Context: an optimization exercise on an open-source flow, tuned for small area, a short achievable clock period and few clock cycles per item. The choices shown serve that exercise and are no tape-out recipe.
RTL that was checked went through simulation tests only; none was proved equivalent to the original.
The RTL of run 5 was laid out without a check of its function.

[flow/design.v]
package mexp_pkg;
    localparam int OPERAND_WIDTH_DEF = 32;
endpackage
module mexp_est (
    input  logic [8:0] a,
    input  logic [8:0] b,
    input  logic [8:0] p,
    input  logic [8:0] x,
    output logic       ge
);
    logic [8:0] u1, v1, u, v;
    logic [7:0] g0, t0, g1, t1, g2, t2, g3;
    assign u1 = a ^ b ^ p;
    assign v1 = {(a[7:0] & b[7:0]) | (a[7:0] & p[7:0]) | (b[7:0] & p[7:0]), 1'b0};
    assign u  = u1 ^ v1 ^ x;
    assign v  = {(u1[7:0] & v1[7:0]) | (u1[7:0] & x[7:0]) | (v1[7:0] & x[7:0]), 1'b0};
    always_comb
    begin
        g0 = u[7:0] & v[7:0];
        t0 = u[7:0] | v[7:0];
        for (int i = 0; i < 8; i++)
        begin
            g1[i] = (i >= 1) ? (g0[i] | (t0[i] & g0[i-1])) : g0[i];
            t1[i] = (i >= 1) ? (t0[i] & t0[i-1]) : t0[i];
        end
        for (int i = 0; i < 8; i++)
        begin
            g2[i] = (i >= 2) ? (g1[i] | (t1[i] & g1[i-2])) : g1[i];
            t2[i] = (i >= 2) ? (t1[i] & t1[i-2]) : t1[i];
        end
        for (int i = 0; i < 8; i++)
            g3[i] = (i >= 4) ? (g2[i] | (t2[i] & g2[i-4])) : g2[i];
    end
    assign ge = !(u[8] ^ v[8] ^ g3[7]);
endmodule
module modular_exponentiation_core #(
    parameter int OPERAND_WIDTH = mexp_pkg::OPERAND_WIDTH_DEF
) (
    input  logic                            clk,
    input  logic                            rst_n,
    input  logic                            start,
    output logic                            busy,
    input  logic signed [OPERAND_WIDTH-1:0] base_value,
    input  logic        [OPERAND_WIDTH-1:0] exponent,
    input  logic        [OPERAND_WIDTH-1:0] modulus,
    output logic        [OPERAND_WIDTH-1:0] power_result,
    output logic                            modulus_zero,
    output logic                            done
);
    localparam int W  = 32;
    localparam int AW = 33;    
    localparam int I_IDLE  = 0;
    localparam int I_NZ    = 1;    
    localparam int I_NORM  = 2;    
    localparam int I_EXPZ  = 3;    
    localparam int I_BUB   = 4;    
    localparam int I_MUL   = 5;    
    localparam int I_CONV  = 6;    
    localparam int I_FIXB  = 7;    
    localparam int I_FIX   = 8;    
    localparam int I_FCONV = 9;    
    localparam int I_SHR   = 10;   
    localparam int I_DONE  = 11;
    localparam int NS      = 12;
    logic [NS-1:0]   st;
    logic [NS-1:0]   st_next;
    logic [W-1:0]    n_reg;      
    logic [W-1:0]    e_reg;      
    logic [W-1:0]    b_reg;      
    logic [AW-1:0]   r_reg;      
    logic [AW-1:0]   s_reg;      
    logic [AW-1:0]   c_reg;      
    logic [4:0]      sh_reg;     
    logic [4:0]      j_reg;      
    logic [5:0]      kc_reg;     
    logic [4:0]      ec_reg;     
    logic            sq_reg;     
    logic            dpos_reg;   
    logic            dneg_reg;   
    logic            dn1_reg;    
    logic            dn2_reg;    
    logic [3:0]      qq_reg;     
    logic [3:0]      qo;         
    logic [8:0]      p_reg [4];  
    logic [8:0]      a3_reg;     
    logic [4:0]      mo_reg;     
    logic            mz_reg;
    logic            busy_reg;
    logic            done_reg;
    logic            x_inv;
    logic [AW-1:0]   s2, c2, da, xq, n1, n2;
    logic [AW-1:0]   r1s, r1c, r2s, r2c;
    assign n1    = {1'b0, n_reg};
    assign n2    = {n_reg, 1'b0};
    assign qo    = {qq_reg[3], qq_reg[2] & ~qq_reg[3],
                    qq_reg[0] & ~qq_reg[1], ~qq_reg[0]};
    assign x_inv = qq_reg[2];
    assign s2 = {s_reg[AW-2:0], 1'b0};
    assign c2 = {c_reg[AW-2:0], 1'b0};
    assign da = ({AW{dpos_reg}} & r_reg) | ({AW{dneg_reg}} & ~r_reg);
    assign xq = ({AW{qo[0]}} & n2) | ({AW{qo[1]}} & n1) |
                ({AW{qo[2]}} & ~n1) | ({AW{qo[3]}} & ~n2);
    assign r1s = s2 ^ c2 ^ da;
    assign r1c = {(s2[AW-2:0] & c2[AW-2:0]) | (s2[AW-2:0] & da[AW-2:0]) |
                  (c2[AW-2:0] & da[AW-2:0]), dneg_reg};
    assign r2s = r1s ^ r1c ^ xq;
    assign r2c = {(r1s[AW-2:0] & r1c[AW-2:0]) | (r1s[AW-2:0] & xq[AW-2:0]) |
                  (r1c[AW-2:0] & xq[AW-2:0]), x_inv};
    logic [8:0]      s9, c9, qn9, n4_9, n2_9;
    logic [3:0]      qq_next;
    assign s9   = s_reg[32:24];
    assign c9   = c_reg[32:24];
    assign n4_9 = {1'b0, n_reg[31:24]};
    assign n2_9 = {2'b00, n_reg[31:25]};
    assign qn9  = ({9{~qq_reg[0]}} & n4_9) |
                  ({9{qq_reg[0] & ~qq_reg[1]}} & n2_9) |
                  ({9{qq_reg[2] & ~qq_reg[3]}} & ~n2_9) |
                  ({9{qq_reg[3]}} & ~n4_9);
    for (genvar k = 0; k < 4; k++)
    begin : g_est
        mexp_est u_est (
            .a  (s9),
            .b  (c9),
            .p  (p_reg[k]),
            .x  (qn9),
            .ge (qq_next[k])
        );
    end
    logic [8:0]      a1_9, a2_9, t9;
    logic [11:0]     a3_12;
    logic            y_top, y_t1, y_t2;
    logic            ybit;
    logic            sq_next;
    logic [2:0]      ytop_next;
    assign y_top = sq_reg ? r_reg[32] : b_reg[31];
    assign y_t1  = sq_reg ? r_reg[31] : b_reg[30];
    assign y_t2  = sq_reg ? r_reg[30] : b_reg[29];
    assign ybit  = yw[j_reg];
    assign sq_next   = !(sq_reg && e_reg[31]);
    assign ytop_next = sq_next ? sum[32:30] : b_reg[31:29];
    function automatic logic [4:0] m_onehot(input logic [2:0] m);
        case (m)
            3'b001:  m_onehot = 5'b00001;
            3'b010:  m_onehot = 5'b00010;
            3'b011:  m_onehot = 5'b00100;
            3'b111:  m_onehot = 5'b01000;
            3'b110:  m_onehot = 5'b10000;
            default: m_onehot = 5'b00000;
        endcase
    endfunction
    assign a1_9  = {r_reg[32], r_reg[32], r_reg[32:26]};
    assign a2_9  = {r_reg[32], r_reg[32:25]};
    assign a3_12 = {r_reg[32], r_reg[32], r_reg[32:23]} + {r_reg[32], r_reg[32:22]};
    assign t9 = ({9{mo_reg[0]}} & a1_9) | ({9{mo_reg[1]}} & a2_9) |
                ({9{mo_reg[2]}} & a3_reg) | ({9{mo_reg[3]}} & ~a1_9) |
                ({9{mo_reg[4]}} & ~a2_9);
    logic [8:0] p_next [4];
    for (genvar k = 0; k < 4; k++)
    begin : g_padd
        assign p_next[k] = t9 + kth_all[9*k +: 9];
    end
    function automatic logic [35:0] kth_of(input int n);
        int c;
        logic [35:0] r;
        for (int k = 0; k < 4; k++)
        begin
            c = 2 * k - 3;
            r[9*k +: 9] = 9'(-((c * n - 5) >>> 2));
        end
        kth_of = r;
    endfunction
    logic [35:0] kth_tab [64];
    logic [35:0] kth_all;
    for (genvar v = 0; v < 64; v++)
    begin : g_kth
        assign kth_tab[v] = kth_of(64 + v);
    end
    assign kth_all = kth_tab[n_reg[30:25]];
    logic [AW-1:0]   sum;
    logic [AW-1:0]   one_s;
    logic [31:0]     yw;
    assign sum = s_reg + c_reg;
    assign yw  = sq_reg ? r_reg[31:0] : b_reg;
    always_comb
    begin
        one_s = '0;
        if (sh_reg != 5'd31 && !mz_reg)
            one_s[sh_reg] = 1'b1;
    end
    always_comb
    begin
        st_next = '0;
        if (st[I_IDLE] || st[I_DONE])
        begin
            if (start) st_next[I_NZ]   = 1'b1;
            else       st_next[I_IDLE] = 1'b1;
        end
        if (st[I_NZ])
            st_next[I_NORM] = 1'b1;
        if (st[I_NORM])
        begin
            if (mz_reg)          st_next[I_DONE] = 1'b1;
            else if (n_reg[31])  st_next[I_EXPZ] = 1'b1;
            else                 st_next[I_NORM] = 1'b1;
        end
        if (st[I_EXPZ])
        begin
            if (e_reg[31])             st_next[I_BUB]  = 1'b1;
            else if (ec_reg == 5'd0)   st_next[I_FIXB] = 1'b1;
            else                       st_next[I_EXPZ] = 1'b1;
        end
        if (st[I_BUB])
            st_next[I_MUL] = 1'b1;
        if (st[I_MUL])
        begin
            if (kc_reg == 6'd0) st_next[I_CONV] = 1'b1;
            else                st_next[I_MUL]  = 1'b1;
        end
        if (st[I_CONV])
        begin
            if ((!sq_reg || !e_reg[31]) && ec_reg == 5'd0) st_next[I_FIXB] = 1'b1;
            else                                            st_next[I_BUB]  = 1'b1;
        end
        if (st[I_FIXB])
            st_next[I_FIX] = 1'b1;
        if (st[I_FIX])
            st_next[I_FCONV] = 1'b1;
        if (st[I_FCONV])
        begin
            if (sh_reg == 5'd0) st_next[I_DONE] = 1'b1;
            else                st_next[I_SHR]  = 1'b1;
        end
        if (st[I_SHR])
        begin
            if (sh_reg == 5'd1) st_next[I_DONE] = 1'b1;
            else                st_next[I_SHR]  = 1'b1;
        end
    end
    always_ff @(posedge clk or negedge rst_n)
    begin
        if (!rst_n)
        begin
            st       <= NS'(1) << I_IDLE;
            busy_reg <= 1'b0;
            done_reg <= 1'b0;
        end
        else
        begin
            st       <= st_next;
            busy_reg <= !(st_next[I_IDLE] || st_next[I_DONE]);
            done_reg <= st_next[I_DONE];
        end
    end
    always_ff @(posedge clk)
    begin
        s_reg  <= (st[I_BUB] || st[I_FIXB]) ? '0 : r2s;
        c_reg  <= (st[I_BUB] || st[I_FIXB]) ? '0 : r2c;
        qq_reg <= qq_next;
        for (int k = 0; k < 4; k++)
            p_reg[k] <= p_next[k];
        if (st[I_IDLE] || st[I_DONE])
        begin
            n_reg  <= modulus;
            e_reg  <= exponent;
            b_reg  <= base_value;
            sh_reg <= 5'd0;
        end
        if (st[I_NZ])
            mz_reg <= (n_reg == '0);
        if (st[I_NORM])
        begin
            ec_reg <= 5'd31;
            if (n_reg[31] || mz_reg)
                r_reg <= one_s;
            else
            begin
                n_reg  <= {n_reg[30:0], 1'b0};
                sh_reg <= sh_reg + 5'd1;
            end
        end
        if (st[I_EXPZ])
        begin
            mo_reg <= m_onehot({b_reg[31], b_reg[31], b_reg[30]});
            if (e_reg[31])
                sq_reg <= 1'b0;
            else
            begin
                e_reg  <= {e_reg[30:0], 1'b0};
                ec_reg <= ec_reg - 5'd1;
            end
        end
        if (st[I_BUB])
        begin
            a3_reg   <= a3_12[11:3];
            mo_reg   <= m_onehot({1'b0, y_t1, y_t2});
            dpos_reg <= 1'b0;
            dneg_reg <= y_top;
            dn1_reg  <= y_t1;
            dn2_reg  <= y_t2;
            qq_reg   <= 4'b0011;
            j_reg    <= sq_reg ? 5'd29 : 5'd28;
            kc_reg   <= sq_reg ? (6'd32 - {1'b0, sh_reg}) : 6'd31;
        end
        if (st[I_MUL])
        begin
            dpos_reg <= dn1_reg;
            dneg_reg <= 1'b0;
            dn1_reg  <= dn2_reg;
            dn2_reg  <= ybit;
            mo_reg   <= m_onehot({1'b0, dn2_reg, ybit});
            j_reg    <= j_reg - 5'd1;
            kc_reg   <= kc_reg - 6'd1;
        end
        if (st[I_CONV])
        begin
            r_reg  <= sum;
            mo_reg <= m_onehot({ytop_next[2], ytop_next[2], ytop_next[1]});
            if (sq_reg && e_reg[31])
                sq_reg <= 1'b0;
            else
            begin
                sq_reg <= 1'b1;
                e_reg  <= {e_reg[30:0], 1'b0};
                ec_reg <= ec_reg - 5'd1;
            end
        end
        if (st[I_FIXB])
        begin
            dpos_reg <= 1'b1;
            dneg_reg <= 1'b0;
            qq_reg   <= {2'b00, !r_reg[32], 1'b1};
        end
        if (st[I_FCONV])
            r_reg <= sum;
        if (st[I_SHR])
        begin
            r_reg  <= {1'b0, r_reg[AW-1:1]};
            sh_reg <= sh_reg - 5'd1;
        end
    end
    assign busy         = busy_reg;
    assign done         = done_reg;
    assign power_result = r_reg[W-1:0];
    assign modulus_zero = mz_reg;
endmodule
[flow/run.sh]
#!/bin/bash
# synth_recipe.tcl (not shown) runs the flow's synth.tcl, then flattens the netlist and writes it again
# the make line also repeats each setting of config.mk as NAME=value (left out here)
make -C /OpenROAD-flow-scripts/flow DESIGN_CONFIG=/design/flow/config.mk WORK_HOME=/design/flow/orfs CLKGATE_MAP_FILE= SYNTH_SCRIPT=/design/flow/synth_recipe.tcl finish
[flow/config.mk]
export PLATFORM = sky130hd
export DESIGN_NAME = modular_exponentiation_core
export DESIGN_NICKNAME = modular_exponentiation_core
export VERILOG_FILES = /design/flow/design.v
export SDC_FILE = /design/flow/constraint.sdc
export NUM_CORES = 4
export LEC_CHECK = 0
export CAP_MARGIN = 20
export CORE_MARGIN = 2
export CORE_UTILIZATION = 40
export SETUP_SLACK_MARGIN = 5
export SLEW_MARGIN = 20
export SYNTH_HIERARCHICAL = 1
export SYNTH_MINIMUM_KEEP_SIZE = 0
[flow/constraint.sdc]
create_clock -name core_clock -period 9.0 [get_ports {clk}]
set_input_delay 1.8000 -clock core_clock [delete_from_list [all_inputs] [get_ports {clk}]]
set_output_delay 1.8000 -clock core_clock [all_outputs]
set_load 0.01 [all_outputs]
==> results of run 1 <==
==> synth_stat cells, types with 6 or more instances <==
cell type / count / area share (%)
a21oi_1: 89 / 2.3
nand3_1: 25 / 0.64
buf_4: 6 / 0.23
inv_1: 251 / 4.8
o21a_1: 9 / 0.35
o22ai_1: 7 / 0.22
fa_1: 127 / 13
a221oi_1: 19 / 0.85
a21o_1: 20 / 0.77
or3_1: 6 / 0.19
edfxtp_1: 93 / 14
nor2b_1: 21 / 0.67
a31oi_1: 9 / 0.29
buf_1: 14 / 0.27
a2111oi_0: 12 / 0.54
nor3_1: 38 / 0.97
nand4_1: 13 / 0.42
a211oi_1: 9 / 0.35
and2_1: 55 / 1.8
nor4_1: 10 / 0.32
a22oi_1: 13 / 0.50
o211ai_1: 47 / 1.8
dfxtp_1: 183 / 19
xnor2_1: 78 / 3.5
xor2_1: 34 / 1.5
ha_1: 78 / 5.0
mux2_2: 12 / 0.69
clkbuf_1: 88 / 1.7
mux4_1: 8 / 1.1
nand2_1: 233 / 4.5
nor2_1: 94 / 1.8
or2_2: 10 / 0.32
o21ai_0: 163 / 4.2
dfrtp_1: 12 / 1.5
nand2b_1: 27 / 0.86
mux2i_1: 103 / 5.3
o21bai_1: 11 / 0.42
a21boi_0: 7 / 0.27
==> final cells by class <==
class / count / area [um^2]
clock inverters: 18 / 178
diodes: 1 / 2.50
clock buffers: 48 / 1050
fillers: 4603 / 26000
repair buffers: 147 / 1440
flip-flops and latches: 289 / 6790
inverters: 252 / 948
well taps: 622 / 778
multi-input cells: 1451 / 11400
==> per-stage QoR <==
step                      setup WS, ns  hold slack, ns  util, %
after global routing              5.14           0.371     46.5
after global placement            4.38           0.339     43.9
final                             5.29           0.356     46.5
after CTS                         5.18           0.374     46.4
after detailed placement          4.27           0.356     43.9
after floorplan                   5.95           0.331        -
==> per-module statistics from Yosys, one instance, submodules excluded <==
module / area [um^2] / flops+latches / copies in the design / cells
mexp_est: 556 / 0 / 4 / 61
modular_exponentiation_core: 17300 / 289 / 1 / 1859
==> logic make-up (layout without fill, tap and decap cells) <==
logic type                 count (synthesis)  in the layout
AOI/OAI and AO/OA                        447            447
muxes                                    126            126
xor gates and xnor gates                 112            112
adders and majority gates                209            209
and+or+nand+nor                          556            557
other                                      0              1
buffers and inverters                    364            465
DFF                                      289            289
==> layer usage <==
layer | share of wire (%) | up-vias | GRT usage [%] | wire, um
met2 | 46 | 418 | 34.2 | 24700
met1 | 46 | 7423 | 30.1 | 24900
met5 | 0 | - | 0 | 0
li1 | - | 7294 | - | -
met4 | 3.0 | 0 | 7.39 | 1630
met3 | 5.2 | 90 | 3.36 | 2810
==> worst max path at each step <==
| stage | end |
|---|---|
| after floorplan | qq_reg[0] |
| after global routing | p_reg[0][8] |
| after global placement | qq_reg[0] |
| after CTS | qq_reg[0] |
| final | power_result[26] |
| after detailed placement | qq_reg[0] |
==> what timing repair did <==
action                                  in CTS  in global routing
endpoints found under the setup margin       4                  2
pin swaps                                    0                  1
gates resized for setup                      4                  2
gates cloned                                 1                  0
==> run summary, run 1 <==
Status:
- The flow ran to the end and the layout has no timing, DRC or antenna violations.

Critical path:
- The worst flop-to-flop path startpoint is qq_reg[0].
- The kind of start point of the critical path is a flip-flop.
- The data required time at the worst endpoint is a little over 7 ns.
- The worst register-to-register path has a depth of 11.
- The category of cells accounting for the largest share of critical-path delay is flip-flops.
- The critical path goes through clkdlybuf4s50_1.
- The origin of the worst setup path is r_reg[26].
- The critical path endpoint category is a primary output.
- On the worst path, the slowest cell contributes a delay of 0.68 ns.
- The critical path is of the reg -> out type.
- The reg-to-reg critical path endpoint is qq_reg[0].
- The largest driver fanout on the critical path is 10.
- The number of buffer and inverter instances along the worst setup path is 1.
- The cell at the slowest stage of the critical path is edfxtp_1.
- Data on the critical path arrives at its endpoint at 1.91 ns.
- The register-to-register setup slack is around 5.4 ns.
- The critical path depth in cells is 1.

Hold path:
- The source of the worst hold timing path is st[8].
- The min-delay analysis places its worst path in the category reg -> reg.
- The end point of the worst hold path is st[9].
- The worst hold path stage count is 0.

STA:
- The final cycle utilization of the critical path is 41.3%.
- The minimum clock period after layout is 3.71 ns.
- The worst clock skew is between 0.015 and 0.02 ns.
- For the pin with the worst max-slew slack, the measured transition is 1.05 ns.
- The max-slew violation count is 0.
- The peak clock frequency supported by timing is 269 MHz.
- Setup repair after global routing left no endpoint under its margin.
- Measured against its own limit, the worst slew margin works out to 29.8%.
- The final-report hold violation count is 0.
- The final-layout setup total negative slack is 0 ns.
- Setup violations remaining at the end of the flow were counted as 0.

Synth:
- After technology mapping, the gate count stands at 2103.
- Summing every instance area after synthesis gives 0.0196 mm^2.
- Of the total synthesized cell area, the portion taken by AND, OR, NAND and NOR gates is 13.4%.
- After Yosys synthesis, full adders, half adders and majority gates account for between 10% and 20% of the synthesized area.
- The Yosys step of the flow raised 14 warnings.
- The net count after synthesis is 2407.
- The flip-flop cell with the highest count after synthesis is dfxtp_1.
- The parity-gate share of the synthesized area counting xor and xnor cells is 5.01%.
- Measured against the total synthesized area, the mux share comes to approximately 7.4%.
- After synthesis the netlist holds a flip-flop and latch count of 289.
- The number of synthesized flops with an enable pin is 93.
- The post-synthesis async set-or-reset flop share is 4.50%.
- The average instance in the mapped netlist occupies 9.31 um^2.
- The distinct cell type count after synthesis is between 70 and 80.
- By area, the combinational part of the netlist is dominated by adder cells.
- The proportion of synthesized chip area in sequential cells is 34.7%.
- The synthesized-area fraction occupied by ao, oa, aoi and oai cells is 14.2%.

Detailed routing:
- The average routed wire per standard cell is 19.1 um.
- The number of iterations in the first detailed-routing pass is 5.
- The detailed-route via count is 15200.
- The first routing iteration left around 1100 violations.
- The routed design has 54.0 mm of wire.
- In the routed design, unresolved DRC markers number 0.
- In this run the remaining antenna-violating nets after routing total 0.
- The via density per instance is 5.38.

Clock network:
- The total CTS buffers is 36.
- The tree is rooted in a clkbuf_16.
- The number of hold buffers added after CTS is 0.
- The clock reaches the later pin of the worst-skew pair after 0.55 ns.
- The maximum root-to-sink buffer count is 3.
- The H-tree depth reported by CTS is 2.
- After clock tree synthesis, the setup repair step added 0 buffers.
- The CTS tree is done.
- CTS saw 289 sinks.
- The clock transition time at the flip-flop clock pins of the worst setup and hold paths is around 0.060 ns.

GRT:
- The first global-routing pass estimated 84.8 mm of wire.
- The number of antenna violations at the first check in global routing was 1.
- The via count of the first global-routing pass came to 15100.
- Entering global routing, the biggest net connects 77 pins.
- The combined global-route utilization of all metal layers is between 20% and 30%.
- Summed over all layers, the global routing overflow is 0.

Die:
- The starting utilization of the core area is about two fifths.
- The height of the chip is ~230 um.
- The floorplan has 81 rows.
- The floorplan step defined a die boundary enclosing roughly 0.05 mm^2.
- The count of pins on the block boundary is 134.
- The area inside the core boundary is between 0.04 and 0.05 mm^2.
- The die is 225 um wide.

Cells and area:
- After the last flow step, the layout net total stands at 2481.
- The commonest non-fill, non-tap cell in the layout is inv_1.
- Compared with the post-synthesis result, the final layout area differs by 15.5%.
- The post-route standard cell area excluding fillers is 0.0226 mm^2.
- Leaving out fill and tap cells, the most frequent cells in the layout are 251 x inv_1, 232 x nand2_1, 181 x dfxtp_1.
- Excluding fillers, the count of instances in the completed layout stands at 2828.
- The post-route netlist has between 5 and 6% of its cells at a drive strength greater than 1.
- The flip-flop count of the largest register after layout is 36.

Placed design:
- Summing all placed instances gives a cell area of 0.0213 mm^2.
- The number of cells after detailed placement is ~2800.
- The placer's final routability congestion estimate is 0.860.
- The estimated wirelength of the detail-placed design is 41.0 mm.
- Port buffering added 133 buffers.

Run:
- The max-cap violation count is 0.
Testbench counts, summed over its fixed seeds: cycles 302,768, items 192.
==> run 2: changes to the inputs <==
==> flow/flow/run.sh (new file) <==
#!/bin/bash
# Standard ORFS layout, with the resizer aiming for more setup slack than
# the design's clock period needs (the constraints are unchanged).
set -euo pipefail
bash standard.sh SETUP_SLACK_MARGIN=6.5 finish > orfs_make.log 2>&1
==> flow/standard.sh (new file) <==
#!/bin/bash
# synth_recipe.tcl (not shown) runs the flow's synth.tcl, then flattens the netlist and writes it again
# the make line also repeats each setting of config.mk as NAME=value (left out here)
make -C /OpenROAD-flow-scripts/flow DESIGN_CONFIG=/design/flow/config.mk WORK_HOME=/design/flow/orfs CLKGATE_MAP_FILE= SYNTH_SCRIPT=/design/flow/synth_recipe.tcl "${@:-finish}"
removed: flow/run.sh
==> run 2 against run 1 <==
  * Still clean on timing, DRC and antenna
  * Worst hold slack improved by 0.014 ns
  * Worst setup slack improved by 0.64 ns
  * Global-route usage rose by 1.6 points
  * Sequential share of layout area fell by 2.6 points
  * Design area rose by 11%
  * Clock skew rose by 0.010 ns
==> run summary, run 2 <==
Critical path:
- The data required time at the worst endpoint was 7.20 ns (about the same).
- The largest driver fanout on the critical path is 2 (-8).
- The critical path's largest stage delay is 0.51 ns (-0.17 ns).
- The signal on the critical path passes through buf_2.
- The endpoint identified for the worst register-to-register timing path is qq_reg[0].
- The worst reg-to-reg path cell count is 9 (-2).
- The category of cells accounting for the largest share of critical-path delay is flip-flops.
- The number of buffer and inverter instances along the worst setup path is 1 (unchanged).
- The critical path is of the reg -> out type.
- On the critical path, the stage with the largest delay is an instance of edfxtp_1.
- The arrival time of data at the critical path endpoint is 1.28 ns (-0.63 ns).
- The kind of start point of the critical path is a flip-flop.
- The critical path endpoint category is a primary output.
- The worst register-to-register path begins at s_reg[25].
- The register-to-register setup slack is 6.01 ns (+0.62 ns).

Clock network:
- The clock latency reported for the late side of the worst-skew pair is 0.56 ns (about the same).
- The cell sitting at the root of the clock tree is a clkbuf_16.
- The CTS tree is done.
- The H-tree depth reported by CTS is 2 (unchanged).
- The clock transition time at the flip-flop clock pins of the worst setup and hold paths is 0.06 ns (about the same).
- The clock net sink count was 289 (unchanged).
- The total CTS buffers is 37 (+2.8%).
- The maximum root-to-sink buffer count is 3 (unchanged).

Die:
- The starting utilization of the core area was 40.2% (unchanged).
- The count of pins on the block boundary is 134 (unchanged).
- The number of rows created at floorplan is 81 (unchanged).
- The height of the chip is 225 um (unchanged).
- The area inside the core boundary is 0.0486 mm^2 (unchanged).
- The die outline area is 0.0507 mm^2 (unchanged).
- The die boundary width came to 225 um (unchanged).

Synth:
- The proportion of netlist area held by the largest area contributor is 18.7% (unchanged).
- The biggest area contributor in the post-synthesis netlist is dfxtp_1.
- The most frequent cell after synthesis is inv_1.
- The distinct cell type count after synthesis is 71 (unchanged).
- The flip-flop and latch count after synthesis is 289 (unchanged).
- The post-synthesis async set-or-reset flop share is 4.50% (unchanged).
- The average footprint of a synthesized cell is 9.31 um^2 (unchanged).
- The warning count from the yosys run is 14 (unchanged).
- The cell area after synthesis is 0.0196 mm^2 (unchanged).
- The flip-flop cell with the highest count after synthesis is dfxtp_1.
- The net count after synthesis was 2407 (unchanged).
- The proportion of synthesized chip area in sequential cells is 34.7% (unchanged).
- The commonest cells after synthesis are 251 x inv_1, 233 x nand2_1, 183 x dfxtp_1.
- The number of cells produced by synthesis was 2103 (unchanged).
- By area the synthesized netlist is led by dfxtp_1 19%, edfxtp_1 14%, fa_1 13%.
- The number of synthesized flops with an enable pin is 93 (unchanged).

STA:
- The final cycle utilization of the critical path is 34.2% (-7.1 points).
- The peak clock frequency supported by timing is 325 MHz (+21%).
- The final-report hold violation count was 0 (unchanged).
- The max-slew violation count is 0 (unchanged).
- The minimum clock period after layout is 3.08 ns (-0.637 ns).
- The final-layout setup total negative slack is 0 ns (unchanged).
- The final-report setup violation count is 0 (unchanged).
- The actual slew at the worst max-slew pin came to 0.899 ns (-0.154 ns).
- Setup repair after global routing could not meet its margin everywhere.
- The worst clock skew is 0.0281 ns (+0.0103 ns).
- The worst relative slew slack is 39.8% (+10 points).

GRT:
- The via count of the first global-routing pass is 15800 (+4.2%).
- The combined global-route utilization of all metal layers came to 23.2% (+1.6 points).
- The largest net degree at the start of global routing is 77 (unchanged).
- The wire length of the first global-routing pass is 89.9 mm (+6.1%).
- The residual overflow from global routing came to 0 (unchanged).
- The number of antenna violations at the first check in global routing is 0 (-1).

Detailed routing:
- The met3 wire length is 4.22 mm (+50%).
- The average routed wire per standard cell was 19.9 um (+3.9%).
- The residual antenna-violating net count after detailed routing came to 0 (unchanged).
- The number of iterations in the first detailed-routing pass is 5 (unchanged).
- The detailed-route via count is 16000 (+5.4%).
- The highest routing layer actually used is met4.
- The iteration-0 DRC count of the detailed router is 1339 (+24%).
- The number of remaining DRC errors is 0 (unchanged).
- The wire length on met2 was 27.9 mm (+13%).
- The via density per instance was 5.38 (-0.12%).
- The wire length on met1 is 25.5 mm (+2.4%).
- The total wire length after detailed routing is 59.3 mm (+9.7%).

Run:
- The max-cap violation count is 0 (unchanged).

Placed design:
- The count of buffers from port buffering is 133 (unchanged).
- The estimated wirelength of the detail-placed design is 40.8 mm (-0.33%).
- The placer's final routability congestion estimate is 0.883 (+2.7%).

Cells and area:
- The final-layout fill cell count is 4461 (-3.1%).
- The utilization after layout is 51.4% (+4.9 points).
- The library cell used most frequently in the layout, excluding fill and tap cells, is inv_1.
- The relative area change from synthesis to final layout is 27.7%.
- In the layout the commonest cells are 242 x inv_1, 227 x nand2_1, 154 x dfxtp_1.
- The fraction of final layout cells sized beyond drive strength 1 came to 20.2% (+15 points).
- The antenna diode instance count is 0 (-1).
- The number of nets in the final layout is 2638 (+6.3%).
- The flip-flop count of the largest register after layout came to 36 (unchanged).

Status:
- The flow ran to the end and the layout has no timing, DRC or antenna violations.

Hold path:
- For hold timing, the worst endpoint is st[9].
- The kind of path behind the tightest hold check is reg -> reg.
- The worst hold path stage count is 0 (unchanged).
- The source of the worst hold timing path is st[8].
-- run 2: worst max-delay path by stage --
| stage | depth (start not counted) | from | slack, ns | end |
|---|---|---|---|---|
| finish | 1 | r_reg[16] | 5.92 | power_result[16] |
| global route | 10 | s_reg[31] | 5.86 | qq_reg[0] |
| CTS | 1 | r_reg[16] | 5.92 | power_result[16] |
| global placement | 12 | qq_reg[0] | 4.87 | qq_reg[0] |
| detailed placement | 12 | qq_reg[0] | 4.80 | qq_reg[0] |
| floorplan | 11 | qq_reg[3] | 6.09 | qq_reg[0] |
-- run 2: logic make-up (layout without fill, tap and decap cells) --
| group | Yosys count | count (layout) | synth area share, % |
|---|---|---|---|
| muxes | 126 | 126 | 7.38 |
| AOI/OAI and AO/OA | 447 | 447 | 14.2 |
| buffers and inverters | 364 | 622 | 7.15 |
| and+or+nand+nor | 556 | 557 | 13.4 |
| DFF | 289 | 289 | 34.7 |
| adders and majority gates | 209 | 209 | 18.2 |
| xor gates and xnor gates | 112 | 112 | 5.01 |
-- run 2: stage by stage --
step | worst slack, ns | instances | hold WS, ns | instance area [um^2]
4_1_cts | 5.92 | 2940 | 0.377 | 24100
3_3_place_gp | 4.87 | 2759 | 0.343 | 21400
3_5_place_dp | 4.80 | 2759 | 0.355 | 21400
2_1_floorplan | 6.09 | 2103 | 0.331 | 19700
6_report | 5.92 | 2984 | 0.370 | 25000
5_1_grt | 5.86 | 2984 | 0.381 | 25000
-- run 2: layout make-up --
cell class	count	area, um^2	share of cell area (%)
timing repair buffer	303	2750	11.0
tap	622	778	3.11
inverter	252	958	3.84
clock buffer	51	1070	4.30
clock inverter	16	166	0.666
sequential	289	6860	27.5
multi-input combinational	1451	12400	49.6
-- run 2: Yosys stat by module (local to each module, per instance) --
module | flip-flops and latches | cells | area, um^2 | copies in the design
mexp_est | 0 | 61 | 556 | 4
modular_exponentiation_core | 289 | 1859 | 17300 | 1
-- run 2: what timing repair did --
item,CTS,global route
endpoints found under the setup margin,150,135
setup buffers,112,44
pin swaps,100,74
gates cloned,2,0
gates resized for setup,315,119
hold buffers,0,0
-- run 2: metal layers --
layer,up-vias,track usage [%]
li1,7611,-
met1,7823,31.0
met2,519,37.9
met3,92,4.19
met4,0,7.69
met5,-,0
==> run 3: changes to the inputs <==
--- a/flow/config.mk
+++ b/flow/config.mk
@@ -7,7 +7,9 @@
 export LEC_CHECK = 0
 export CAP_MARGIN = 20
 export CORE_MARGIN = 2
-export CORE_UTILIZATION = 40
+export CORE_UTILIZATION = 60
+export CTS_BUF_LIST = sky130_fd_sc_hd__clkbuf_4 sky130_fd_sc_hd__clkbuf_8
+export CTS_CLUSTER_SIZE = 30
 export SETUP_SLACK_MARGIN = 5
 export SLEW_MARGIN = 20
 export SYNTH_HIERARCHICAL = 1
==> run 3 against run 2 <==
  * Non-clock buffer count fell by 11
  * First-iteration DRC count rose by 9.9%
  * Sequential cell count did not move
  * Via count rose by 1.6%
  * Clock-buffer cell count rose by 26
  * Area after synthesis did not move
  * Cell count fell by 5.6%
  * Critical path type unchanged
  * Largest cell class unchanged
==> run summary, run 3 <==
Status:
- The flow ran to the end and the layout has no timing, DRC or antenna violations.

Critical path:
- The critical path endpoint category is a primary output.
- The largest driver fanout on the critical path is 2 (unchanged).
- The data required time at the worst endpoint was 7.20 ns (about the same).
- The arrival time of data at the critical path endpoint is 1.33 ns (+0.05 ns).
- The register-to-register setup slack is 5.98 ns (-0.03 ns).
- The worst setup path is of the reg -> out kind.
- The worst setup path is launched from a flip-flop.

Synth:
- The average footprint of a synthesized cell is 9.31 um^2 (unchanged).
- The warning count from the yosys run was 14 (unchanged).
- The distinct cell type count after synthesis is 71 (unchanged).
- In the post-synthesis netlist, the biggest area contributors are dfxtp_1 19%, edfxtp_1 14%, fa_1 13%.
- The flip-flop cell with the highest count after synthesis is dfxtp_1.
- The net count after synthesis is 2407 (unchanged).
- The flip-flop and latch count after synthesis was 289 (unchanged).
- The proportion of synthesized chip area in sequential cells is 34.7% (unchanged).
- The proportion of netlist area held by the largest area contributor is 18.7% (unchanged).
- The number of cells produced by synthesis came to 2103 (unchanged).
- By count the netlist is led by 251 x inv_1, 233 x nand2_1, 183 x dfxtp_1.
- The most frequent cell after synthesis is inv_1.
- The post-synthesis async set-or-reset flop share is 4.50% (unchanged).
- The cell area after synthesis is 0.0196 mm^2 (unchanged).
- Summed over all instances, the cell type with the most area after synthesis is dfxtp_1.
- The number of synthesized flops with an enable pin is 93 (unchanged).

Hold path:
- The kind of path behind the tightest hold check is reg -> reg.

GRT:
- The combined global-route utilization of all metal layers was 32.1% (+8.9 points).
- The via count of the first global-routing pass is 15500 (-1.6%).
- The wire length of the first global-routing pass is 83.7 mm (-6.9%).
- The number of antenna violations at the first check in global routing is 0 (unchanged).
- The residual overflow from global routing came to 0 (unchanged).
- The largest net degree at the start of global routing is 76 (-1.3%).

Detailed routing:
- The residual antenna-violating net count after detailed routing came to 0 (unchanged).
- The detailed-route via count is 16300 (+1.6%).
- The iteration-0 DRC count of the detailed router is 1471 (+9.9%).
- The via density per instance is 5.79 (+7.6%).
- The total wire length after detailed routing is 55.4 mm (-6.4%).
- The number of remaining DRC errors is 0 (unchanged).
- The average routed wire per standard cell is 19.7 um (-0.85%).
- The number of iterations in the first detailed-routing pass is 5 (unchanged).

Die:
- The number of rows created at floorplan is 66 (-19%).
- The count of pins on the block boundary is 134 (unchanged).
- The die outline area is 0.0341 mm^2 (-33%).
- The height of the chip is 185 um (-18%).
- The area inside the core boundary was 0.0323 mm^2 (-34%).
- The die boundary width is 185 um (-18%).
- The starting utilization of the core area is 60.6% (+20 points).

STA:
- The final-report hold violation count was 0 (unchanged).
- The max-slew violation count is 0 (unchanged).
- The minimum clock period after layout came to 3.13 ns (+0.0530 ns).
- The actual slew at the worst max-slew pin is 0.816 ns (-0.0833 ns).
- The final setup slack of the worst path is 5.87 ns (-0.0530 ns).
- The worst clock skew is 0.0196 ns (-0.00848 ns).
- Setup repair after global routing could not meet its margin everywhere.
- The worst relative slew slack is 45.3% (+5.5 points).
- The final cycle utilization of the critical path came to 34.8% (+0.59 points).
- The peak clock frequency supported by timing is 319 MHz (-1.7%).
- The final-layout setup total negative slack is 0 ns (unchanged).
- The worst hold slack after final layout is 0.360 ns (-0.00986 ns).
- The final-report setup violation count is 0 (unchanged).

Cells and area:
- The fraction of final layout cells sized beyond drive strength 1 is 21.7% (+1.6 points).
- The flip-flop count of the largest register after layout was 36 (unchanged).
- The number of nets in the final layout was 2642 (+0.15%).
- The commonest non-fill, non-tap cell in the layout is inv_1.
- The antenna diode instance count is 0 (unchanged).
- The final instance count without filler cells is 2816 (-5.6%).
- The relative area change from synthesis to final layout is 25.3%.
- The final-layout fill cell count is 2241 (-50%).
- The post-route standard cell area excluding fillers is 0.0245 mm^2 (-1.9%).
- Leaving out fill and tap cells, the most frequent cells in the layout are 246 x inv_1, 228 x nand2_1, 149 x dfxtp_1.

Placed design:
- The number of cells after detailed placement came to 2575 (-6.7%).
- The worst setup timing slack at the placement stage is 4.26 ns (-0.546 ns).
- The estimated wirelength of the detail-placed design is 36.6 mm (-10%).
- The count of buffers from port buffering is 133 (unchanged).
- The placer's final routability congestion estimate is 0.890 (+0.86%).
- The total placed instance area is 0.0212 mm^2 (-1.1%).

Clock network:
- The maximum root-to-sink buffer count is 3 (unchanged).
- The number of hold buffers added after CTS is 0 (unchanged).
- The clock transition time at the flip-flop clock pins of the worst setup and hold paths is 0.06 ns (about the same).
- The CTS tree is done.
- The clock net sink count came to 289 (unchanged).
- The H-tree depth reported by CTS is 2 (unchanged).
- The total CTS buffers was 51 (+38%).
- The clock latency reported for the late side of the worst-skew pair was 0.64 ns (+0.08 ns).
- The cell at the root of the clock tree is clkbuf_8.

Run:
- The max-cap violation count is 0 (unchanged).
-- run 3: cell counts after synthesis --
No cell type changed its count.
-- run 3: worst max-delay path: stages, from the launching register on --
cell and delay, ns:
edfxtp_1 0.43, buf_6 0.16, buf_6 0.11
-- run 3: cells by family (layout without fill, tap and decap cells) --
kind of cell	after synthesis	after routing	synth area share, %
flops	289	289	34.7
xor+xnor	112	112	5.01
compound gates	447	447	14.2
fa+ha+maj	209	209	18.2
simple gates	556	558	13.4
buf+inv	364	633	7.15
mux	126	126	7.38
-- run 3: path summary, 6_finish.rpt --
path / from / depth (start not counted) / end
max in group asynchronous: rst_n / 1 / st[10]
min in group asynchronous: rst_n / 1 / st[7]
worst min-delay path: st[8] / 0 / st[9]
worst min register to register: st[8] / 0 / st[9]
worst max register to register: r_reg[26] / 15 / p_reg[0][8]
worst max-delay path: r_reg[26] / 2 / power_result[26]
-- run 3: cell type report --
type / count / area (um^2) / share of cell area (%)
Sequential cell: 289 / 6870 / 28.0
Clock inverter: 12 / 68.8 / 0.281
Tap cell: 442 / 553 / 2.26
Timing Repair Buffer: 292 / 2620 / 10.7
Clock buffer: 77 / 960 / 3.91
Multi-Input combinational cell: 1452 / 12500 / 50.9
Inverter: 252 / 951 / 3.88
-- run 3: modules after synthesis, one instance, submodules excluded --
module                       times used  area (um^2)  cells inside
mexp_est                              4          556            61
modular_exponentiation_core           1        17300          1859
-- run 3: through the flow --
step                utilization [%]
finish                         75.9
floorplan                         -
detailed placement             65.6
global route                   75.9
global placement               65.6
CTS                            72.7
-- run 3: timing repair --
| action | in CTS | in global routing |
|---|---|---|
| hold endpoints to repair | 0 | 0 |
| resized for setup | 307 | 141 |
| buffers inserted | 103 | 45 |
| cloned | 2 | 0 |
| pin swaps | 87 | 83 |
| endpoints found under the setup margin | 200 | 98 |
-- run 3: layer usage --
metal	wire [um]	up-vias	GRT usage, %
met5	0	-	0
met3	4610	108	5.43
met4	1560	0	11.1
met2	25100	706	49.2
met1	24200	7864	46.1
li1	-	7617	-
==> run 4: changes to the inputs <==
==> flow/flow/run.sh (replaced) <==
#!/bin/bash
# Standard ORFS layout with two changes that leave the constraints alone:
# synthesis leaves adders as plain gates for abc to map (no full/half adder
# cells), and the resizer aims for more setup slack than the clock needs.
set -euo pipefail
bash standard.sh ADDER_MAP_FILE= SETUP_SLACK_MARGIN=6.5 finish > orfs_make.log 2>&1
--- a/flow/config.mk
+++ b/flow/config.mk
@@ -7,9 +7,7 @@
 export LEC_CHECK = 0
 export CAP_MARGIN = 20
 export CORE_MARGIN = 2
-export CORE_UTILIZATION = 60
-export CTS_BUF_LIST = sky130_fd_sc_hd__clkbuf_4 sky130_fd_sc_hd__clkbuf_8
-export CTS_CLUSTER_SIZE = 30
+export CORE_UTILIZATION = 40
 export SETUP_SLACK_MARGIN = 5
 export SLEW_MARGIN = 20
 export SYNTH_HIERARCHICAL = 1
==> run 4 against run 3 <==
  * Global-route usage shrank 7.3 points
  * Critical path depth is the same
  * Clock-buffer cell count shrank 21
  * Highest routed layer unchanged
  * Non-clock buffer count grew 53
  * Cell count grew 15%
  * Register-to-register slack is essentially flat
  * Clock skew grew 0.023 ns
  * Via count grew 11%
==> run summary, run 4 <==
Status:
- The flow ran to the end and the layout has no timing, DRC or antenna violations.

Synth:
- The distinct cell type count after synthesis is 93 (+31%).
- In the synthesized netlist the dominant register cell turns out to be dfxtp_1.
- The proportion of netlist area held by the largest area contributor came to 18.3% (-0.41 points).
- By area the synthesized netlist is led by dfxtp_1 18%, edfxtp_1 14%, xnor2_1 12%.
- The net count after synthesis came to 2414 (+0.29%).
- The commonest cells after synthesis are 269 x xnor2_1, 250 x nand2_1, 238 x nor2_1.
- The number of synthesized flops with an enable pin is 93 (unchanged).
- The most frequent cell after synthesis is xnor2_1.
- The proportion of synthesized chip area in sequential cells came to 33.9% (-0.76 points).
- The cell area after synthesis is 0.0200 mm^2 (+2.3%).
- dfxtp_1 takes more of the synthesized area than any other cell.
- The flip-flop and latch count after synthesis is 289 (unchanged).
- The number of cells produced by synthesis is 2315 (+10%).
- The warning count from the yosys run is 14 (unchanged).
- The post-synthesis async set-or-reset flop share was 4.50% (unchanged).
- The average footprint of a synthesized cell is 8.64 um^2 (-7.1%).

Placed design:
- The total placed instance area was 0.0219 mm^2 (+3.6%).
- The worst setup timing slack at the placement stage is 5.68 ns (+1.42 ns).
- The estimated wirelength of the detail-placed design came to 44.4 mm (+21%).
- The count of buffers from port buffering came to 133 (unchanged).
- The number of cells after detailed placement is 2989 (+16%).
- The placer's final routability congestion estimate is 0.922 (+3.5%).

Detailed routing:
- The detailed-route via count is 18100 (+11%).
- The total wire length after detailed routing is 66.0 mm (+19%).
- The via density per instance was 5.56 (-3.8%).
- The average routed wire per standard cell was 20.3 um (+3.1%).
- The iteration-0 DRC count of the detailed router is 1514 (+2.9%).
- The residual antenna-violating net count after detailed routing is 0 (unchanged).
- The number of remaining DRC errors is 0 (unchanged).
- The number of iterations in the first detailed-routing pass is 5 (unchanged).

Cells and area:
- Relative to the synthesized area, the layout overhead comes to 31.8%.
- The final instance count without filler cells is 3250 (+15%).
- The top cell types in the final layout, fill and taps aside, are 236 x nand2_1, 230 x nor2_1, 223 x xnor2_1.
- The sequential cell area is 0.00691 mm^2 (+0.58%).
- The number of nets in the final layout was 2658 (+0.61%).
- The antenna diode instance count is 0 (unchanged).
- The area of the multi-input gates came to 0.0140 mm^2 (+12%).
- The fraction of final layout cells sized beyond drive strength 1 is 25.5% (+3.8 points).
- The final-layout fill cell count is 4377 (+95%).
- The flip-flop count of the largest register after layout is 36 (unchanged).
- Leaving out fill and tap cells, the most frequent cell in the layout is nand2_1.
- The post-route standard cell area excluding fillers is 0.0264 mm^2 (+7.6%).

Critical path:
- The largest driver fanout on the critical path was 2 (unchanged).
- The critical path goes through buf_6, buf_6.
- Among cell families on the critical path, the largest total delay comes from flip-flops.
- The register-to-register setup slack is 5.97 ns (about the same).
- The data required time at the worst endpoint is 7.20 ns (about the same).
- The critical path is of the reg -> out type.
- The largest individual stage delay along the critical path comes from the cell edfxtp_1.
- The critical path depth in cells is 2 (unchanged).
- The reg-to-reg critical path endpoint is p_reg[0][8].
- The most repeated library cell on the critical path is buf_6.
- The kind of start point of the critical path is a flip-flop.
- The worst setup path is captured at a primary output.
- The arrival time of data at the critical path endpoint was 1.28 ns (-0.05 ns).
- The number of buffer and inverter instances along the worst setup path is 2 (unchanged).
- The worst reg-to-reg path cell count is 12 (-3).
- The critical path's largest stage delay is 0.42 ns (about the same).
- The worst flop-to-flop path startpoint is r_reg[26].

STA:
- The final cycle utilization of the critical path is 34.2% (-0.57 points).
- The final-report setup violation count is 0 (unchanged).
- The peak clock frequency supported by timing is 325 MHz (+1.7%).
- The final-report hold violation count is 0 (unchanged).
- The worst clock skew is 0.0427 ns (+0.0232 ns).
- The worst relative slew slack was 41.1% (-4.2 points).
- The minimum clock period after layout is 3.08 ns (-0.0510 ns).
- The final setup slack of the worst path came to 5.92 ns (+0.0510 ns).
- The final-layout setup total negative slack is 0 ns (unchanged).
- The actual slew at the worst max-slew pin came to 0.883 ns (+0.0668 ns).
- Setup repair after global routing could not meet its margin everywhere.
- The max-slew violation count came to 0 (unchanged).

Clock network:
- The clock net sink count is 289 (unchanged).
- The cell at the root of the clock tree is clkbuf_16.
- The total CTS buffers came to 36 (-29%).
- The clock latency reported for the late side of the worst-skew pair was 0.59 ns (-0.05 ns).
- The maximum root-to-sink buffer count is 3 (unchanged).
- The H-tree depth reported by CTS is 2 (unchanged).
- The number of hold buffers added after CTS is 0 (unchanged).
- The CTS tree is done.
- The clock transition time at the flip-flop clock pins of the worst setup and hold paths is 0.06 ns (about the same).

GRT:
- The combined global-route utilization of all metal layers was 24.8% (-7.3 points).
- The wire length of the first global-routing pass is 99.3 mm (+19%).
- The via count of the first global-routing pass is 17100 (+11%).
- The largest net degree at the start of global routing was 73 (-3.9%).
- The residual overflow from global routing is 0 (unchanged).
- The number of antenna violations at the first check in global routing is 0 (unchanged).

Hold path:
- The path with the worst hold slack has its endpoint at st[9].
- The source of the worst hold timing path is st[8].
- The kind of path behind the tightest hold check is reg -> reg.
- The worst hold path stage count is 0 (unchanged).

Die:
- The die boundary width is 228 um (+23%).
- The height of the chip is 228 um (+23%).
- The number of rows created at floorplan is 81 (+23%).
- The count of pins on the block boundary is 134 (unchanged).
- The starting utilization of the core area was 40.7% (-20 points).
- The die outline area is 0.0518 mm^2 (+52%).
- The area inside the core boundary was 0.0492 mm^2 (+52%).

Run:
- The max-cap violation count is 0 (unchanged).
[run 4: cell types whose count changed in the layout (fill, tap and decap cells not counted), moves of 55 or more]
cell and change:
clkbuf_8 -55, inv_1 -190, fa_1 -122, maj3_1 +67, a21oi_1 +59, xnor2_1 +157, nor2_1 +144
[run 4: per-module statistics from Yosys, one instance, submodules excluded]
module,copies in the design,cells inside,flip-flops and latches
mexp_est,4,77,0
modular_exponentiation_core,1,2007,289
[run 4: per-stage QoR]
| step | util (%) | hold slack (ns) |
|---|---|---|
| floorplan | - | 0.331 |
| global placement | 44.6 | 0.339 |
| detailed placement | 44.6 | 0.340 |
| CTS | 51.3 | 0.353 |
| global route | 53.7 | 0.365 |
| finish | 53.7 | 0.352 |
[run 4: cell type report]
class                      count  area share, %
timing repair buffer         345           12.2
clock inverter                 9          0.436
clock buffer                  56           4.01
sequential                   289           26.2
inverter                      60          0.873
tap                          664           3.15
multi-input combinational   1827           53.2
[run 4: repair_timing]
| item | in CTS | in global routing |
|---|---|---|
| cloned | 6 | 1 |
| pin swaps | 124 | 107 |
| endpoints found under the setup margin | 140 | 99 |
| endpoints found under the hold margin | 0 | 0 |
| buffers inserted | 131 | 58 |
| gates resized for setup | 393 | 144 |
[run 4: layer usage]
layer	global-route usage [%]	vias to the layer above	part of all wire, %
li1	-	8720	-
met1	31.4	8717	42
met2	44.2	528	50
met3	2.78	120	4.8
met4	7.70	0	3.2
met5	0	-	0
[run 4: worst max path at each step]
stage | startpoint | to | slack [ns]
after floorplan | n_reg[28] | qq_reg[0] | 6.21
after global placement | qq_reg[0] | qq_reg[0] | 5.67
after detailed placement | qq_reg[0] | qq_reg[0] | 5.68
after CTS | r_reg[29] | power_result[29] | 5.88
after global routing | r_reg[26] | p_reg[3][7] | 5.88
final | r_reg[27] | power_result[27] | 5.92
[run 4: kinds of logic after synthesis]
| group | count (synthesis) | share of synthesized area (%) |
|---|---|---|
| buffers and inverters | 202 | 4.19 |
| AO/OA/AOI/OAI | 555 | 18.1 |
| XOR/XNOR | 338 | 15.3 |
| flip-flops | 289 | 33.9 |
| multiplexers | 137 | 7.76 |
| AND/OR/NAND/NOR | 692 | 15.4 |
| adder cells (fa/ha/maj) | 102 | 5.30 |
==> run 5: changes to the inputs <==
--- a/flow/design.v
+++ b/flow/design.v
@@ -2,36 +2,36 @@
     localparam int OPERAND_WIDTH_DEF = 32;
 endpackage
 module mexp_est (
-    input  logic [8:0] a,
-    input  logic [8:0] b,
-    input  logic [8:0] p,
-    input  logic [8:0] x,
+    input  logic [7:0] a,
+    input  logic [7:0] b,
+    input  logic [7:0] p,
+    input  logic [7:0] x,
     output logic       ge
 );
-    logic [8:0] u1, v1, u, v;
-    logic [7:0] g0, t0, g1, t1, g2, t2, g3;
+    logic [7:0] u1, v1, u, v;
+    logic [6:0] g0, t0, g1, t1, g2, t2, g3;
     assign u1 = a ^ b ^ p;
-    assign v1 = {(a[7:0] & b[7:0]) | (a[7:0] & p[7:0]) | (b[7:0] & p[7:0]), 1'b0};
+    assign v1 = {(a[6:0] & b[6:0]) | (a[6:0] & p[6:0]) | (b[6:0] & p[6:0]), 1'b0};
     assign u  = u1 ^ v1 ^ x;
-    assign v  = {(u1[7:0] & v1[7:0]) | (u1[7:0] & x[7:0]) | (v1[7:0] & x[7:0]), 1'b0};
+    assign v  = {(u1[6:0] & v1[6:0]) | (u1[6:0] & x[6:0]) | (v1[6:0] & x[6:0]), 1'b0};
     always_comb
     begin
-        g0 = u[7:0] & v[7:0];
-        t0 = u[7:0] | v[7:0];
-        for (int i = 0; i < 8; i++)
+        g0 = u[6:0] & v[6:0];
+        t0 = u[6:0] | v[6:0];
+        for (int i = 0; i < 7; i++)
         begin
             g1[i] = (i >= 1) ? (g0[i] | (t0[i] & g0[i-1])) : g0[i];
             t1[i] = (i >= 1) ? (t0[i] & t0[i-1]) : t0[i];
         end
-        for (int i = 0; i < 8; i++)
+        for (int i = 0; i < 7; i++)
         begin
             g2[i] = (i >= 2) ? (g1[i] | (t1[i] & g1[i-2])) : g1[i];
             t2[i] = (i >= 2) ? (t1[i] & t1[i-2]) : t1[i];
         end
-        for (int i = 0; i < 8; i++)
+        for (int i = 0; i < 7; i++)
             g3[i] = (i >= 4) ? (g2[i] | (t2[i] & g2[i-4])) : g2[i];
     end
-    assign ge = !(u[8] ^ v[8] ^ g3[7]);
+    assign ge = !(u[7] ^ v[7] ^ g3[6]);
 endmodule
 module modular_exponentiation_core #(
     parameter int OPERAND_WIDTH = mexp_pkg::OPERAND_WIDTH_DEF
@@ -81,8 +81,8 @@
     logic            dn2_reg;    
     logic [3:0]      qq_reg;     
     logic [3:0]      qo;         
-    logic [8:0]      p_reg [4];  
-    logic [8:0]      a3_reg;     
+    logic [7:0]      p_reg [4];  
+    logic [7:0]      a3_reg;     
     logic [4:0]      mo_reg;     
     logic            mz_reg;
     logic            busy_reg;
@@ -106,16 +106,16 @@
     assign r2s = r1s ^ r1c ^ xq;
     assign r2c = {(r1s[AW-2:0] & r1c[AW-2:0]) | (r1s[AW-2:0] & xq[AW-2:0]) |
                   (r1c[AW-2:0] & xq[AW-2:0]), x_inv};
-    logic [8:0]      s9, c9, qn9, n4_9, n2_9;
+    logic [7:0]      s9, c9, qn9, n4_9, n2_9;
     logic [3:0]      qq_next;
-    assign s9   = s_reg[32:24];
-    assign c9   = c_reg[32:24];
-    assign n4_9 = {1'b0, n_reg[31:24]};
-    assign n2_9 = {2'b00, n_reg[31:25]};
-    assign qn9  = ({9{~qq_reg[0]}} & n4_9) |
-                  ({9{qq_reg[0] & ~qq_reg[1]}} & n2_9) |
-                  ({9{qq_reg[2] & ~qq_reg[3]}} & ~n2_9) |
-                  ({9{qq_reg[3]}} & ~n4_9);
+    assign s9   = s_reg[32:25];
+    assign c9   = c_reg[32:25];
+    assign n4_9 = {1'b0, n_reg[31:25]};
+    assign n2_9 = {2'b00, n_reg[31:26]};
+    assign qn9  = ({8{~qq_reg[0]}} & n4_9) |
+                  ({8{qq_reg[0] & ~qq_reg[1]}} & n2_9) |
+                  ({8{qq_reg[2] & ~qq_reg[3]}} & ~n2_9) |
+                  ({8{qq_reg[3]}} & ~n4_9);
     for (genvar k = 0; k < 4; k++)
     begin : g_est
         mexp_est u_est (
@@ -126,7 +126,7 @@
             .ge (qq_next[k])
         );
     end
-    logic [8:0]      a1_9, a2_9, t9;
+    logic [7:0]      a1_9, a2_9, t9;
     logic [11:0]     a3_12;
     logic            y_top, y_t1, y_t2;
     logic            ybit;
@@ -148,34 +148,34 @@
             default: m_onehot = 5'b00000;
         endcase
     endfunction
-    assign a1_9  = {r_reg[32], r_reg[32], r_reg[32:26]};
-    assign a2_9  = {r_reg[32], r_reg[32:25]};
+    assign a1_9  = {r_reg[32], r_reg[32], r_reg[32:27]};
+    assign a2_9  = {r_reg[32], r_reg[32:26]};
     assign a3_12 = {r_reg[32], r_reg[32], r_reg[32:23]} + {r_reg[32], r_reg[32:22]};
-    assign t9 = ({9{mo_reg[0]}} & a1_9) | ({9{mo_reg[1]}} & a2_9) |
-                ({9{mo_reg[2]}} & a3_reg) | ({9{mo_reg[3]}} & ~a1_9) |
-                ({9{mo_reg[4]}} & ~a2_9);
-    logic [8:0] p_next [4];
+    assign t9 = ({8{mo_reg[0]}} & a1_9) | ({8{mo_reg[1]}} & a2_9) |
+                ({8{mo_reg[2]}} & a3_reg) | ({8{mo_reg[3]}} & ~a1_9) |
+                ({8{mo_reg[4]}} & ~a2_9);
+    logic [7:0] p_next [4];
     for (genvar k = 0; k < 4; k++)
     begin : g_padd
-        assign p_next[k] = t9 + kth_all[9*k +: 9];
+        assign p_next[k] = t9 + kth_all[8*k +: 8];
     end
-    function automatic logic [35:0] kth_of(input int n);
+    function automatic logic [31:0] kth_of(input int n);
         int c;
-        logic [35:0] r;
+        logic [31:0] r;
         for (int k = 0; k < 4; k++)
         begin
             c = 2 * k - 3;
-            r[9*k +: 9] = 9'(-((c * n - 5) >>> 2));
+            r[8*k +: 8] = 8'(-((c * n - 5) >>> 2));
         end
         kth_of = r;
     endfunction
-    logic [35:0] kth_tab [64];
-    logic [35:0] kth_all;
-    for (genvar v = 0; v < 64; v++)
+    logic [31:0] kth_tab [32];
+    logic [31:0] kth_all;
+    for (genvar v = 0; v < 32; v++)
     begin : g_kth
-        assign kth_tab[v] = kth_of(64 + v);
+        assign kth_tab[v] = kth_of(32 + v);
     end
-    assign kth_all = kth_tab[n_reg[30:25]];
+    assign kth_all = kth_tab[n_reg[30:26]];
     logic [AW-1:0]   sum;
     logic [AW-1:0]   one_s;
     logic [31:0]     yw;
@@ -291,7 +291,7 @@
         end
         if (st[I_BUB])
         begin
-            a3_reg   <= a3_12[11:3];
+            a3_reg   <= a3_12[11:4];
             mo_reg   <= m_onehot({1'b0, y_t1, y_t2});
             dpos_reg <= 1'b0;
             dneg_reg <= y_top;
==> flow/flow/run.sh (replaced) <==
#!/bin/bash
# Standard ORFS layout, with the resizer aiming for more setup slack than
# the design's clock period needs (the constraints are unchanged).
set -euo pipefail
bash standard.sh SETUP_SLACK_MARGIN=6.5 finish > orfs_make.log 2>&1
==> run 5 against run 4 <==
  * Still clean on timing, DRC and antenna
  * Clock-buffer cell count fell by 5
  * First-iteration DRC count fell by 35%
  * Fmax rose by 1.8%
  * Routed wire length fell by 17%
  * Synthesized cell count fell by 13%
==> run summary, run 5 <==
Status:
- The run finished with no timing, DRC or antenna violations.

Synth:
- Yosys attributes the largest share of cell area to dfxtp_1 19%, edfxtp_1 15%, fa_1 13%.
- The average footprint of a synthesized cell came to 9.37 um^2 (+8.4%).
- The most frequent cell after synthesis is nand2_1.
- The cell area after synthesis is 0.0189 mm^2 (-5.8%).
- After synthesis, the most frequently instantiated cells are 234 x nand2_1, 233 x inv_1, 179 x dfxtp_1.
- Summed over all instances, the cell type with the most area after synthesis is dfxtp_1.
- The net count after synthesis is 2304 (-4.6%).
- For this run, the leading register cell type out of synthesis is dfxtp_1.
- The distinct cell type count after synthesis is 73 (-22%).
- The proportion of synthesized chip area in sequential cells came to 35.4% (+1.5 points).
- The number of cells produced by synthesis is 2013 (-13%).
- The number of synthesized flops with an enable pin is 92 (-1.1%).
- The proportion of netlist area held by the largest area contributor came to 19.0% (+0.70 points).
- The post-synthesis async set-or-reset flop share came to 4.58% (+0.079 points).
- The warning count from the yosys run is 14 (unchanged).
- The flip-flop and latch count after synthesis was 284 (-1.7%).

Cells and area:
- The utilization after layout was 51.9% (-1.7 points).
- The fraction of final layout cells sized beyond drive strength 1 is 21.5% (-4.0 points).
- The number of nets in the final layout is 2537 (-4.6%).
- The relative area change from synthesis to final layout is 28.2%.
- Leaving out fill and tap cells, the most frequent cell in the layout is nand2_1.
- In the layout the commonest cells are 230 x nand2_1, 228 x inv_1, 141 x o21ai_0.
- The antenna diode instance count came to 0 (unchanged).
- The final-layout fill cell count was 4181 (-4.5%).

Critical path:
- STA classifies the critical path endpoint as a primary output.
- The cell at the slowest stage of the critical path is edfxtp_1.
- The reg-to-reg critical path endpoint is p_reg[0][6].
- The worst reg-to-reg path cell count came to 13 (+1).
- The number of buffer and inverter instances along the worst setup path was 1 (-1).
- The critical path class is reg -> out.
- The arrival time of data at the critical path endpoint is 1.22 ns (-0.06 ns).
- The critical path's largest stage delay is 0.48 ns (+0.06 ns).
- In this run the critical register-to-register path is launched from r_reg[27].
- The data required time at the worst endpoint is 7.20 ns (about the same).
- The critical path goes through buf_2.
- The largest driver fanout on the critical path came to 2 (unchanged).
- The kind of start point of the critical path is a flip-flop.
- The register-to-register setup slack is 6.30 ns (+0.33 ns).
- The category of cells accounting for the largest share of critical-path delay is flip-flops.

Die:
- The count of pins on the block boundary is 134 (unchanged).
- The height of the chip came to 221 um (-2.9%).
- The number of rows created at floorplan is 79 (-2.5%).
- The starting utilization of the core area is 40.5% (-0.21 points).
- The die outline area was 0.0489 mm^2 (-5.7%).
- The area inside the core boundary is 0.0466 mm^2 (-5.3%).
- The die boundary width was 221 um (-2.9%).

GRT:
- The residual overflow from global routing was 0 (unchanged).
- The combined global-route utilization of all metal layers is 22.2% (-2.6 points).
- The largest net degree at the start of global routing came to 70 (-4.1%).
- The via count of the first global-routing pass is 15300 (-11%).
- The wire length of the first global-routing pass was 85.9 mm (-13%).
- The number of antenna violations at the first check in global routing is 1 (+1).

Detailed routing:
- The iteration-0 DRC count of the detailed router is 986 (-35%).
- The average routed wire per standard cell came to 19.1 um (-6.1%).
- The detailed-route via count is 15300 (-16%).
- The number of remaining DRC errors is 0 (unchanged).
- The total wire length after detailed routing is 54.9 mm (-17%).
- The residual antenna-violating net count after detailed routing is 0 (unchanged).
- The via density per instance is 5.30 (-4.7%).
- The number of iterations in the first detailed-routing pass is 5 (unchanged).

Clock network:
- The CTS tree is done.
- The maximum root-to-sink buffer count is 3 (unchanged).
- The clock transition time at the flip-flop clock pins of the worst setup and hold paths is 0.06 ns (about the same).
- The total CTS buffers is 35 (-2.8%).
- The clock latency reported for the late side of the worst-skew pair came to 0.56 ns (-0.03 ns).
- The number of hold buffers added after CTS is 0 (unchanged).
- The clock net sink count was 284 (-1.7%).
- The H-tree depth reported by CTS came to 2 (unchanged).
- The cell at the root of the clock tree is clkbuf_16.

STA:
- The final-layout setup total negative slack is 0 ns (unchanged).
- The final-report hold violation count is 0 (unchanged).
- Setup repair after global routing could not meet its margin everywhere.
- The actual slew at the worst max-slew pin is 1.04 ns (+0.153 ns).
- The peak clock frequency supported by timing came to 331 MHz (+1.8%).
- The minimum clock period after layout is 3.02 ns (-0.0545 ns).
- The final-report setup violation count is 0 (unchanged).
- The worst clock skew is 0.0199 ns (-0.0228 ns).
- The final cycle utilization of the critical path was 33.6% (-0.61 points).
- The worst relative slew slack is 30.3% (-11 points).
- The max-slew violation count is 0 (unchanged).

Placed design:
- The count of buffers from port buffering is 133 (unchanged).
- The placer's final routability congestion estimate is 0.864 (-6.2%).
- The estimated wirelength of the detail-placed design is 38.3 mm (-14%).

Hold path:
- The kind of path behind the tightest hold check is reg -> reg.
- The worst hold path stage count is 0 (unchanged).
- The end point of the worst hold path is st[9].
- The startpoint identified for the worst hold timing path is st[8].

Run:
- The max-cap violation count is 0 (unchanged).
## run 5: cell count changes in the layout (fill, tap and decap cells not counted), sizes merged, moves of 34 or more
cell / change
buf: -47
fa: +119
nor2: -154
a21oi: -62
xor2: -34
ha: +73
maj3: -102
and2: +43
inv: +176
xnor2: -195
## run 5: worst max path at each step
stage / startpoint / endpoint / slack (ns) / cells after the start
detailed placement: qq_reg[0] / qq_reg[0] / 4.65 / 9
global route: r_reg[29] / power_result[29] / 5.94 / 1
floorplan: qq_reg[3] / qq_reg[0] / 6.35 / 9
CTS: r_reg[29] / power_result[29] / 5.95 / 1
finish: r_reg[27] / power_result[27] / 5.98 / 1
global placement: qq_reg[0] / qq_reg[0] / 4.82 / 9
## run 5: metal layers
layer	up-vias	wire length (um)	GRT usage, %
met1	7400	24700	30.6
met2	507	24500	34.5
li1	7286	-	-
met5	-	13	0
met4	2	1060	5.07
met3	74	4620	6.59
## run 5: kinds of logic after synthesis
kind of cell,share of synthesized area [%]
muxes,7.86
DFF,35.4
adders and majority gates,17.5
and+or+nand+nor,13.8
xor gates and xnor gates,4.88
buffers and inverters,6.89
AOI/OAI and AO/OA,13.7
## run 5: repair_timing
action | in CTS | in global routing
endpoints found under the setup margin | 218 | 96
gates resized for setup | 288 | 122
buffers inserted | 104 | 46
pin swaps | 77 | 96
cloned | 2 | 0
## run 5: modules after synthesis (local to each module, per instance)
module / flops+latches / area [um^2] / times used
modular_exponentiation_core: 284 / 17000 / 1
mexp_est: 0 / 474 / 4
## run 5: area by class of cell
cell class,count,area [um^2],area share (%)
clock buffers,51,1060,4.38
clock inverters,12,120,0.497
multi-input cells,1396,12000,49.7
repair buffers,294,2580,10.7
flip-flops and latches,284,6770,28.0
inverters,235,885,3.66
well taps,607,759,3.14
## run 5: through the flow
stage	std cells	setup slack, ns	cell area [um^2]	hold WS, ns
2_1_floorplan	2013	6.35	19000	0.331
3_3_place_gp	2664	4.82	20800	0.334
3_5_place_dp	2664	4.65	20800	0.338
4_1_cts	2833	5.95	23300	0.351
5_1_grt	2879	5.94	24200	0.359
6_report	2879	5.98	24200	0.353

## what the ideal ports hide
How much do the figures lean on ideal ports? The routed layouts below were timed once more, with nothing changed but the port constraints. Step 1 sets driving cells, clkbuf_16 on the clock port and buf_2 on the other inputs (assumed; they add their load-dependent delay and slew). Step 2 times the ports against the registers' clock, not the clock port: input delays grow and output delays shrink by t, the midpoint of the rising clock arrivals with the driver on. a / b / c = no drivers / after step 1 / after step 2; a / b = the first two.
run | t, ns | slack for setup (ns) | worst setup path after step 2
run 1 | 0.596 | 5.286 / 5.226 / 5.392 | register to register
run 2 | 0.607 | 5.923 / 5.865 / 6.013 | register to register
run 3 | 0.681 | 5.870 / 5.820 / 5.976 | register to register
run 4 | 0.631 | 5.921 / 5.860 / 5.966 | register to register
run 5 | 0.603 | 5.975 / 5.918 / 6.205 | input, reset recovery
After both steps setup and hold are still met in every run listed. The worst setup slack also covers recovery checks on asynchronous resets.
